This design comes from an exercise in tuning for a short achievable clock period and few clock cycles on the open sky130 flow, not from production work. Only simulation tests tie the RTL to the original design; equivalence was not proved. Power figures rest on the tool's default switching activity, not on a simulated workload.

**design/flow/run.sh**
```bash
#!/bin/bash
# synth_recipe.tcl (not shown) runs the flow's synth.tcl, then flattens the netlist and writes it again
# the make line also repeats each setting of config.mk as NAME=value (left out here)
make -C /OpenROAD-flow-scripts/flow DESIGN_CONFIG=/design/flow/config.mk WORK_HOME=/design/flow/orfs CLKGATE_MAP_FILE= SYNTH_SCRIPT=/design/flow/synth_recipe.tcl finish
```
**design/flow/config.mk**
```make
export PLATFORM = sky130hd
export DESIGN_NAME = mips_cpu_bus
export DESIGN_NICKNAME = mips_cpu_bus
export VERILOG_FILES = /design/flow/design.v
export SDC_FILE = /design/flow/constraint.sdc
export NUM_CORES = 4
export LEC_CHECK = 0
export CAP_MARGIN = 20
export CORE_MARGIN = 2
export CORE_UTILIZATION = 40
export SLEW_MARGIN = 20
```
**design/flow/constraint.sdc**
```tcl
create_clock -name core_clock -period 11.0 [get_ports {clk}]
set_input_delay 2.2000 -clock core_clock [delete_from_list [all_inputs] [get_ports {clk}]]
set_output_delay 2.2000 -clock core_clock [all_outputs]
set_load 0.01 [all_outputs]
```
**design/flow/design.v**
```verilog
`default_nettype none
package mips_pkg;
    typedef logic [31:0] word_t;       
    typedef logic [4:0]  reg_addr_t;   
    typedef logic [4:0]  shamt_t;      
    typedef logic [15:0] imm_t;        
    typedef logic [25:0] jtarget_t;    
    typedef enum logic [4:0] {
        OP_ILLEGAL,   
        OP_ADDIU, OP_ADDU, OP_SUBU,
        OP_AND, OP_OR, OP_XOR,
        OP_ANDI, OP_ORI, OP_XORI, OP_LUI,
        OP_SLT, OP_SLTU,
        OP_SLL, OP_SRL, OP_SRA,
        OP_LW, OP_SW,
        OP_BEQ, OP_BNE, OP_J, OP_JAL, OP_JR
    } op_t;
    typedef enum logic [1:0] {
        FETCH,   
        EXEC,    
        MEM      
    } cpu_state_t;
    typedef struct packed {
        op_t       op;
        reg_addr_t rs;
        reg_addr_t rt;
        reg_addr_t rd;
        shamt_t    shamt;
        imm_t      imm;
        jtarget_t  target;
    } decoded_t;
    typedef struct packed {
        logic      en;
        reg_addr_t addr;
        word_t     data;
    } wb_t;
endpackage
`default_nettype wire
`default_nettype none
module mips_cpu_bus (
    input  logic        clk,
    input  logic        rst_n,
    output logic        active,
    output logic [31:0] register_v0,
    input  logic        waitrequest,
    input  logic [31:0] readdata,
    output logic [31:0] address,
    output logic        write,
    output logic        read,
    output logic [31:0] writedata,
    output logic [3:0]  byteenable
);
    localparam int R_SUM = 0, R_AND = 1, R_OR = 2, R_XOR = 3, R_IMM = 4,
                   R_SLT = 5, R_SLTU = 6, R_SH = 7, R_LINK = 8;
    logic [31:0] fpc;         
    logic        ir_v;        
    logic [4:0]  e_rs, e_rt, e_dst;
    logic [4:0]  e_shamt;
    logic [31:0] e_simm;      
    logic [31:0] e_pc4;       
    logic [8:0]  e_rsel;
    logic        e_we;        
    logic        e_beq, e_bne, e_jr, e_ld, e_st;
    logic [1:0]  e_shk;       
    logic [31:0] opa, opb, opb2;   
    logic        e_cin;
    logic        m_v;
    logic        m_ld;
    logic [4:0]  m_rt;
    logic [31:0] m_addr;
    logic [31:0] m_wdata;
    logic [31:0] rf [1:31];
    logic fetch_req;
    assign fetch_req  = !m_v && (fpc != 32'd0);
    assign read       = m_v ? m_ld : fetch_req;
    assign write      = m_v && !m_ld;
    assign address    = m_v ? m_addr : fpc;
    assign writedata  = m_wdata;
    assign byteenable = 4'b1111;
    logic f_acc, m_acc;
    assign f_acc = fetch_req && !waitrequest;
    assign m_acc = m_v && !waitrequest;
    logic        e_go;
    logic [32:0] sum;
    logic        slt, sltu;
    logic [31:0] shres;
    logic [31:0] result;
    logic        taken;
    logic        redirect;
    logic [31:0] target;
    assign e_go = ir_v && !m_v;
    assign sum  = {1'b0, opa} + {1'b0, opb2} + {32'd0, e_cin};
    assign slt  = (opa[31] ^ opb[31]) ? opa[31] : sum[31];
    assign sltu = !sum[32];
    always_comb begin
        case (e_shk)
            2'd2:    shres = opb >> e_shamt;
            2'd3:    shres = $signed(opb) >>> e_shamt;
            default: shres = opb << e_shamt;
        endcase
    end
    assign result = ({32{e_rsel[R_SUM]}}  & sum[31:0])
                  | ({32{e_rsel[R_AND]}}  & (opa & opb2))
                  | ({32{e_rsel[R_OR]}}   & (opa | opb2))
                  | ({32{e_rsel[R_XOR]}}  & (opa ^ opb2))
                  | ({32{e_rsel[R_IMM]}}  & opb2)
                  | ({32{e_rsel[R_SLT]}}  & {31'd0, slt})
                  | ({32{e_rsel[R_SLTU]}} & {31'd0, sltu})
                  | ({32{e_rsel[R_SH]}}   & shres)
                  | ({32{e_rsel[R_LINK]}} & e_pc4);
    assign taken    = (e_beq && (opa == opb)) || (e_bne && (opa != opb)) || e_jr;
    assign redirect = e_go && taken;
    assign target   = e_jr ? opa : (e_pc4 + {e_simm[29:0], 2'b00});
    logic e_wr;   
    assign e_wr = e_go && e_we;
    logic [5:0]  f_op, f_fn;
    logic [4:0]  f_rs, f_rt, f_rd;
    logic [31:0] f_pc4;
    logic        f_j;
    logic [31:0] f_jt;
    logic [8:0]  f_rsel;
    logic        f_we;
    logic [4:0]  f_dst;
    logic        f_beq, f_bne, f_jr, f_ld, f_st;
    logic [1:0]  f_bsel;      
    logic        f_inv;       
    logic [31:0] f_imm2;
    assign f_op  = readdata[31:26];
    assign f_fn  = readdata[5:0];
    assign f_rs  = readdata[25:21];
    assign f_rt  = readdata[20:16];
    assign f_rd  = readdata[15:11];
    assign f_pc4 = fpc + 32'd4;
    assign f_j   = (f_op == 6'h02) || (f_op == 6'h03);
    assign f_jt  = {f_pc4[31:28], readdata[25:0], 2'b00};
    always_comb begin
        f_rsel = '0;
        f_we   = 1'b0;
        f_dst  = f_rt;
        f_beq  = 1'b0;
        f_bne  = 1'b0;
        f_jr   = 1'b0;
        f_ld   = 1'b0;
        f_st   = 1'b0;
        f_bsel = 2'd0;
        f_inv  = 1'b0;
        case (f_op)
            6'h00: begin
                f_dst = f_rd;
                case (f_fn)
                    6'h00, 6'h02, 6'h03: begin f_we = 1'b1; f_rsel[R_SH] = 1'b1; end
                    6'h08: f_jr = (f_rt == 5'd0);
                    6'h21: begin f_we = 1'b1; f_rsel[R_SUM] = 1'b1; end
                    6'h23: begin f_we = 1'b1; f_rsel[R_SUM] = 1'b1; f_inv = 1'b1; end
                    6'h24: begin f_we = 1'b1; f_rsel[R_AND] = 1'b1; end
                    6'h25: begin f_we = 1'b1; f_rsel[R_OR] = 1'b1; end
                    6'h26: begin f_we = 1'b1; f_rsel[R_XOR] = 1'b1; end
                    6'h2a: begin f_we = 1'b1; f_rsel[R_SLT] = 1'b1; f_inv = 1'b1; end
                    6'h2b: begin f_we = 1'b1; f_rsel[R_SLTU] = 1'b1; f_inv = 1'b1; end
                    default: ;
                endcase
            end
            6'h03: begin f_we = 1'b1; f_dst = 5'd31; f_rsel[R_LINK] = 1'b1; end
            6'h04: f_beq = 1'b1;
            6'h05: f_bne = 1'b1;
            6'h09: begin f_we = 1'b1; f_rsel[R_SUM] = 1'b1; f_bsel = 2'd1; end
            6'h0c: begin f_we = 1'b1; f_rsel[R_AND] = 1'b1; f_bsel = 2'd2; end
            6'h0d: begin f_we = 1'b1; f_rsel[R_OR] = 1'b1;  f_bsel = 2'd2; end
            6'h0e: begin f_we = 1'b1; f_rsel[R_XOR] = 1'b1; f_bsel = 2'd2; end
            6'h0f: begin f_we = 1'b1; f_rsel[R_IMM] = 1'b1; f_bsel = 2'd3; end
            6'h23: begin f_ld = 1'b1; f_bsel = 2'd1; end
            6'h2b: begin f_st = 1'b1; f_bsel = 2'd1; end
            default: ;
        endcase
        if (f_dst == 5'd0) f_we = 1'b0;
    end
    always_comb begin
        case (f_bsel)
            2'd1:    f_imm2 = {{16{readdata[15]}}, readdata[15:0]};
            2'd2:    f_imm2 = {16'd0, readdata[15:0]};
            default: f_imm2 = {readdata[15:0], 16'd0};
        endcase
    end
    logic [31:0] wdata;       
    logic [4:0]  waddr;
    logic        wen;
    assign wdata = m_v ? readdata : result;
    assign waddr = m_v ? m_rt : e_dst;
    assign wen   = m_v ? (m_acc && m_ld) : e_wr;
    logic [31:0] rf_rs, rf_rt, f_a, f_b;
    assign rf_rs = (f_rs == 5'd0) ? 32'd0 : rf[f_rs];
    assign rf_rt = (f_rt == 5'd0) ? 32'd0 : rf[f_rt];
    assign f_a   = (e_wr && e_dst == f_rs) ? result : rf_rs;
    assign f_b   = (e_wr && e_dst == f_rt) ? result : rf_rt;
    logic [31:0] fpc_d;
    always_comb begin
        if (redirect)   fpc_d = target;
        else if (f_acc) fpc_d = f_j ? f_jt : f_pc4;
        else            fpc_d = fpc;
    end
    always_ff @(posedge clk) begin
        if (!rst_n) begin
            fpc    <= 32'hBFC0_0000;
            ir_v   <= 1'b0;
            m_v    <= 1'b0;
            active <= 1'b0;
        end else begin
            fpc    <= fpc_d;
            active <= (fpc_d != 32'd0);
            if (m_v) begin
                m_v <= waitrequest;
            end else begin
                ir_v <= f_acc && !redirect;
                m_v  <= e_go && (e_ld || e_st);
            end
        end
    end
    always_ff @(posedge clk) begin
        if (!m_v) begin
            e_rs    <= f_rs;
            e_rt    <= f_rt;
            e_dst   <= f_dst;
            e_shamt <= readdata[10:6];
            e_shk   <= readdata[1:0];
            e_simm  <= {{16{readdata[15]}}, readdata[15:0]};
            e_pc4   <= f_pc4;
            e_rsel  <= f_rsel;
            e_we    <= f_we;
            e_beq   <= f_beq;
            e_bne   <= f_bne;
            e_jr    <= f_jr;
            e_ld    <= f_ld;
            e_st    <= f_st;
            e_cin   <= f_inv;
            opa     <= f_a;
            opb     <= f_b;
            opb2    <= (f_bsel != 2'd0) ? f_imm2 : (f_inv ? ~f_b : f_b);
        end else if (m_ld && m_rt != 5'd0) begin
            if (e_rs == m_rt) opa <= readdata;
            if (e_rt == m_rt) begin
                opb <= readdata;
                if (e_bsel_rt) opb2 <= e_cin ? ~readdata : readdata;
            end
        end
    end
    logic e_bsel_rt;   
    always_ff @(posedge clk) begin
        if (!m_v) e_bsel_rt <= (f_bsel == 2'd0);
    end
    always_ff @(posedge clk) begin
        if (!m_v) begin
            m_ld    <= e_ld;
            m_rt    <= e_rt;
            m_addr  <= sum[31:0];
            m_wdata <= opb;
        end
    end
    always_ff @(posedge clk) begin
        if (!rst_n) begin
            for (int i = 1; i < 32; i++) rf[i] <= 32'd0;
        end else if (wen && waddr != 5'd0) begin
            rf[waddr] <= wdata;
        end
    end
    assign register_v0 = rf[5'd2];
endmodule
`default_nettype wire
```
==> report_table.html <==
<table>
<tr><th>Metric</th><th>Value</th></tr>
<tr><th colspan="2">Synth</th></tr>
<tr><td>Simple-gate share of the synthesized area</td><td>10.4%</td></tr>
<tr><td>Number of synthesized flops with an enable pin</td><td>1270</td></tr>
<tr><td>Number of distinct standard cells referenced by the synthesized netlist</td><td>93</td></tr>
<tr><td>Area share of fa/ha/maj cells after synthesis</td><td>1.71%</td></tr>
<tr><td>Dominant combinational cell family by area after synthesis</td><td>multiplexers</td></tr>
<tr><td>Cell with the most instances after synthesis</td><td>sky130_fd_sc_hd__edfxtp_1</td></tr>
<tr><td>Count of state elements after synthesis</td><td>1305</td></tr>
<tr><td>Portion of synthesized cell area occupied by the leading cell type</td><td>50.7%</td></tr>
<tr><td>Portion of netlist area occupied by mux cells</td><td>23.2%</td></tr>
<tr><td>Share of the synthesized area in compound gates (AO/OA/AOI/OAI)</td><td>7.06%</td></tr>
<tr><td>Gate Count Post-Synth</td><td>5834</td></tr>
<tr><td>Cell types occupying the most area after synthesis</td><td>sky130_fd_sc_hd__edfxtp_1, sky130_fd_sc_hd__mux4_2, sky130_fd_sc_hd__nor2_1, sky130_fd_sc_hd__clkbuf_1, sky130_fd_sc_hd__ha_1</td></tr>
<tr><td>Sequential element share of the synthesized area</td><td>51.6%</td></tr>
<tr><td>Library cell with the largest summed area after synthesis</td><td>sky130_fd_sc_hd__edfxtp_1</td></tr>
<tr><td>XOR/XNOR Fraction of Synth Area</td><td>2.14%</td></tr>
<tr><td>Post-synth design cell area</td><td>75300 um2</td></tr>
<tr><td>Primary FF master, synth</td><td>sky130_fd_sc_hd__edfxtp_1</td></tr>
<tr><td>Top cells by instance count after synthesis</td><td>sky130_fd_sc_hd__edfxtp_1, sky130_fd_sc_hd__nor2_1, sky130_fd_sc_hd__mux4_2</td></tr>
<tr><td>Async set or reset register ratio after synthesis</td><td>0%</td></tr>
<tr><td>Yosys Warn Count</td><td>1</td></tr>
<tr><td>Mean instance size in the synthesized netlist</td><td>12.9 um2</td></tr>
<tr><th colspan="2">Cells and area</th></tr>
<tr><td>Final standard cell count with taps included and fillers excluded</td><td>8341</td></tr>
<tr><td>P&amp;R area growth vs syn</td><td>11.2%</td></tr>
<tr><td>Fraction of layout cells with a size suffix above 1</td><td>20.8%</td></tr>
<tr><td>Count of nets after finishing</td><td>5861</td></tr>
<tr><th colspan="2">Setup path</th></tr>
<tr><td>Cell-by-cell trace of the critical path</td><td>buf_2 -&gt; buf_4 -&gt; inv_1 -&gt; a21oi_1 -&gt; nand2b_1 -&gt; nor2_1 -&gt; nand2_2 -&gt; nand2_2</td></tr>
<tr><td>Number of cells on the worst reg-to-reg path</td><td>11</td></tr>
<tr><td>Critical path start-end classification</td><td>in -&gt; reg</td></tr>
<tr><td>Critical path launch point type</td><td>input pin</td></tr>
<tr><td>Data arrival time of the critical path</td><td>6640 ps</td></tr>
<tr><td>Launch point of the critical path</td><td>rst_n</td></tr>
<tr><td>R2R setup slack</td><td>5440 ps</td></tr>
<tr><td>Slowest Stage Delay on Critical Path</td><td>940 ps</td></tr>
<tr><td>Critical-path maximum fanout</td><td>35</td></tr>
<tr><td>Crit-path slowest cell</td><td>sky130_fd_sc_hd__nand2_2</td></tr>
<tr><td>Worst flop-to-flop path startpoint</td><td>e_shamt[0]</td></tr>
<tr><td>Most frequent CP cell</td><td>sky130_fd_sc_hd__nand2_2</td></tr>
<tr><td>CP Data Required Time</td><td>11430 ps</td></tr>
<tr><td>Endpoint type of the worst setup path</td><td>flop</td></tr>
<tr><th colspan="2">STA</th></tr>
<tr><td>Transition time of the tightest slew-check pin</td><td>1300 ps</td></tr>
<tr><td>Setup TNS Final</td><td>0 ps</td></tr>
<tr><td>Max Clock Freq</td><td>0.161 GHz</td></tr>
<tr><td>Endpoints failing hold</td><td>0</td></tr>
<tr><td>Period utilisation layout</td><td>56.5%</td></tr>
<tr><td>Clock Skews</td><td>72.4 ps</td></tr>
<tr><td>Time the worst path needs with I/O delays and setup</td><td>6210 ps</td></tr>
<tr><td>Final number of max-transition violations</td><td>0</td></tr>
<tr><td>Setup repair after global routing missed its margin</td><td>false</td></tr>
<tr><td>Final setup slack of the worst path</td><td>4790 ps</td></tr>
<tr><td>Worst slew margin relative to its limit</td><td>12.2%</td></tr>
<tr><td>Final setup violating endpoints</td><td>0</td></tr>
<tr><th colspan="2">Clock tree</th></tr>
<tr><td>Clock input transition at the sequential cells of the worst setup and hold paths</td><td>60 ps</td></tr>
<tr><td>Post-CTS Setup Repair Bufs</td><td>0</td></tr>
<tr><td>CTS resizes</td><td>0</td></tr>
<tr><td>Worst-skew pair later-pin latency</td><td>840 ps</td></tr>
<tr><td>Clock net sink count</td><td>1305</td></tr>
<tr><td>TritonCTS clock tree</td><td>done</td></tr>
<tr><td>Inserted Clock Buffers</td><td>145</td></tr>
<tr><td>H-tree depth</td><td>4</td></tr>
<tr><td>Buffer cell driving the clock tree root</td><td>sky130_fd_sc_hd__clkbuf_16</td></tr>
<tr><td>Largest buffer count on any clock path</td><td>3</td></tr>
<tr><td>Number of hold-repair buffers added at the cts stage</td><td>0</td></tr>
<tr><th colspan="2">GRT</th></tr>
<tr><td>Number of global-route vias before repair</td><td>50900</td></tr>
<tr><td>Remaining global-route overflow</td><td>0</td></tr>
<tr><td>Total routing usage reported by global routing</td><td>29.4%</td></tr>
<tr><td>First-pass GRT wire length</td><td>399000 um</td></tr>
<tr><td>Number of antenna violations at the first check in global routing</td><td>20</td></tr>
<tr><td>Pin count of the biggest net entering global routing</td><td>113</td></tr>
<tr><th colspan="2">Routing</th></tr>
<tr><td>Sum of routed wire length over all layers</td><td>286000 um</td></tr>
<tr><td>DRC</td><td>0</td></tr>
<tr><td>Total via count in the routed design</td><td>54500</td></tr>
<tr><td>Average vias per placed instance</td><td>6.53</td></tr>
<tr><td>Final ANT Viol Nets</td><td>0</td></tr>
<tr><td>Detailed-routing iteration count for the pre-antenna-repair pass</td><td>10</td></tr>
<tr><td>Mean routed wirelength per cell</td><td>34.3 um</td></tr>
<tr><td>Iter 0 DRT Violations</td><td>9099</td></tr>
<tr><th colspan="2">Placed design</th></tr>
<tr><td>DPL Wire Length</td><td>200000 um</td></tr>
<tr><td>Pre-CTS worst setup slack</td><td>4170 ps</td></tr>
<tr><td>Final weighted congestion in routability-driven placement</td><td>0.986</td></tr>
<tr><td>Dpl cells</td><td>8073</td></tr>
<tr><td>IO buf count</td><td>133</td></tr>
<tr><th colspan="2">Pwr</th></tr>
<tr><td>Internal</td><td>9.35 mW</td></tr>
<tr><td>Net switching fraction of the power</td><td>30.3%</td></tr>
<tr><td>Proportion of power drawn by combinational gates</td><td>18.1%</td></tr>
<tr><td>Clk pwr share</td><td>36.3%</td></tr>
<tr><td>Overall Power</td><td>13.4 mW</td></tr>
<tr><td>Power per Cell Area</td><td>160 nW/um2</td></tr>
<tr><td>Leakage power figure</td><td>28.7 nW</td></tr>
<tr><td>Part of the power in registers</td><td>45.6%</td></tr>
<tr><td>Worst vdd ir</td><td>0.169 mV</td></tr>
<tr><td>Net switching power of the design</td><td>4.07 mW</td></tr>
<tr><th colspan="2">Die</th></tr>
<tr><td>Number of standard-cell rows in the floorplan</td><td>159</td></tr>
<tr><td>Initial Util</td><td>40.2%</td></tr>
<tr><td>Ports</td><td>138</td></tr>
<tr><td>Die height</td><td>438 um</td></tr>
<tr><td>Core ar.</td><td>187000 um2</td></tr>
<tr><td>DIE AREA</td><td>192000 um2</td></tr>
<tr><td>Die Wd</td><td>438 um</td></tr>
<tr><th colspan="2">Job</th></tr>
<tr><td>Number of max-cap violations</td><td>0</td></tr>
<tr><th colspan="2">Min path</th></tr>
<tr><td>Worst min-delay path category</td><td>reg -&gt; reg</td></tr>
<tr><td>Hold wc startpoint</td><td>e_rt[3]</td></tr>
<tr><td>Depth of the worst hold-timing path</td><td>0</td></tr>
<tr><th colspan="2">Status</th></tr>
<tr><td>Outcome</td><td>timing/DRC/antenna clean</td></tr>
</table>
==> cell usage in the layout, fill, tap and decap left out, drive strengths merged, types with 30 or more instances in the layout <==
master,n
edfxtp,1270
nor2,1270
mux4,698
nand2,303
clkbuf,177
a21oi,164
o21ai,164
inv,156
buf,140
clkdlybuf4s50,122
mux2i,120
ha,98
xor2,94
xnor2,90
nand3,76
clkinv,67
nor3,48
mux2,46
nand2b,45
o211ai,43
o221ai,40
a21o,37
conb,36
dfxtp,35
a31oi,33
a22oi,31
and3,30
==> worst max-delay path, delay by kind of cell <==
kind            cells  cell delay, ps
compound gates      1             630
buf+inv             3            1180
simple gates        4            2580
==> per-layer routing <==
| metal | vias up | global-route usage (%) | part of all wire (%) |
|---|---|---|---|
| li1 | 22000 | - | - |
| met1 | 28000 | 41.4 | 38 |
| met2 | 3923 | 43.0 | 44 |
| met3 | 500 | 6.29 | 12 |
| met4 | 6 | 15.3 | 6.1 |
| met5 | - | 0 | 0.012 |
==> state kept, by name (all words and copies together), names as in the netlist, 4 cells and up <==
register  cells
rf         1024
e_pc4        32
fpc          32
m_addr       32
m_wdata      32
opa          32
opb2         32
opb          32
e_simm       11
e_rsel        9
e_dst         5
e_rs          5
e_rt          5
m_rt          5
e_shamt       4
==> final cells by class <==
| type | instances | area [um2] |
|---|---|---|
| Antenna cell | 9 | 22.5 |
| Timing Repair Buffer | 262 | 2380 |
| Clock buffer | 177 | 3790 |
| Sequential cell | 1305 | 38800 |
| Tap cell | 2495 | 3120 |
| Clock inverter | 82 | 917 |
| Fill cell | 16800 | 104000 |
| Multi-Input combinational cell | 3860 | 34000 |
| Inverter | 151 | 574 |
==> cell families (layout without fill, tap and decap cells) <==
kind of cell | after synthesis | count (layout)
AND/OR/NAND/NOR | 1897 | 1897
adder cells (fa/ha/maj) | 101 | 101
multiplexers | 864 | 864
buffers and inverters | 703 | 672
AO/OA/AOI/OAI | 778 | 778
flip-flops | 1305 | 1305
XOR/XNOR | 184 | 184
other | 2 | 45
==> per-stage QoR <==
stage | hold WS, ps | utilization [%] | cell area, um2
after floorplan | 421 | - | 75400
after detailed placement | 438 | 42.1 | 78900
after CTS | 413 | 44.6 | 83600
after global placement | 433 | 42.1 | 78900
after global routing | 449 | 44.6 | 83700
final | 420 | 44.6 | 83700
==> path summary, 6_finish.rpt <==
kind	to
worst min-delay path	m_rt[3]
worst max register to register	rf[17][13]
worst max-delay path	rf[14][5]
worst min register to register	m_rt[3]
==> power by group through the flow <==
stage                     Combinational, mW  Sequential [mW]  Clock [mW]
after floorplan                        1.46             6.03           0
after global placement                 2.35             6.19           0
after detailed placement               2.36             6.20           0
after CTS                              2.37             6.10        4.91
after global routing                   2.52             6.13        5.09
final                                  2.43             6.11        4.88
Testbench counts, summed over its fixed seeds: cycles 34,091.

## port drivers added, routing unchanged
No port has a modelled driver above. Below, the same layout with a new extraction and two added sets of constraints. Step 1 assumes that a clkbuf_16 drives the clock port and a buf_2 every other input. Step 2 moves the port delays by t, midway between the first and last clock arrival at a register: inputs arrive t later, outputs are due t later. That takes back most of the time a late clock gives input paths. Three values: ideal, step 1, step 2; two values: the first two.
t, ns: 0.883
setup WS [ns]: 4.788 / 4.842 / 3.960
hold WS [ns]: 0.420 / 0.420 / 0.420
worst slew at a driven data input, ns: 0.16
pins driven straight from the clock port: 1
After both steps this run still meets setup and hold. The setup slack of this run moves by +0.054 ns with the drivers and by -0.828 ns with both steps.
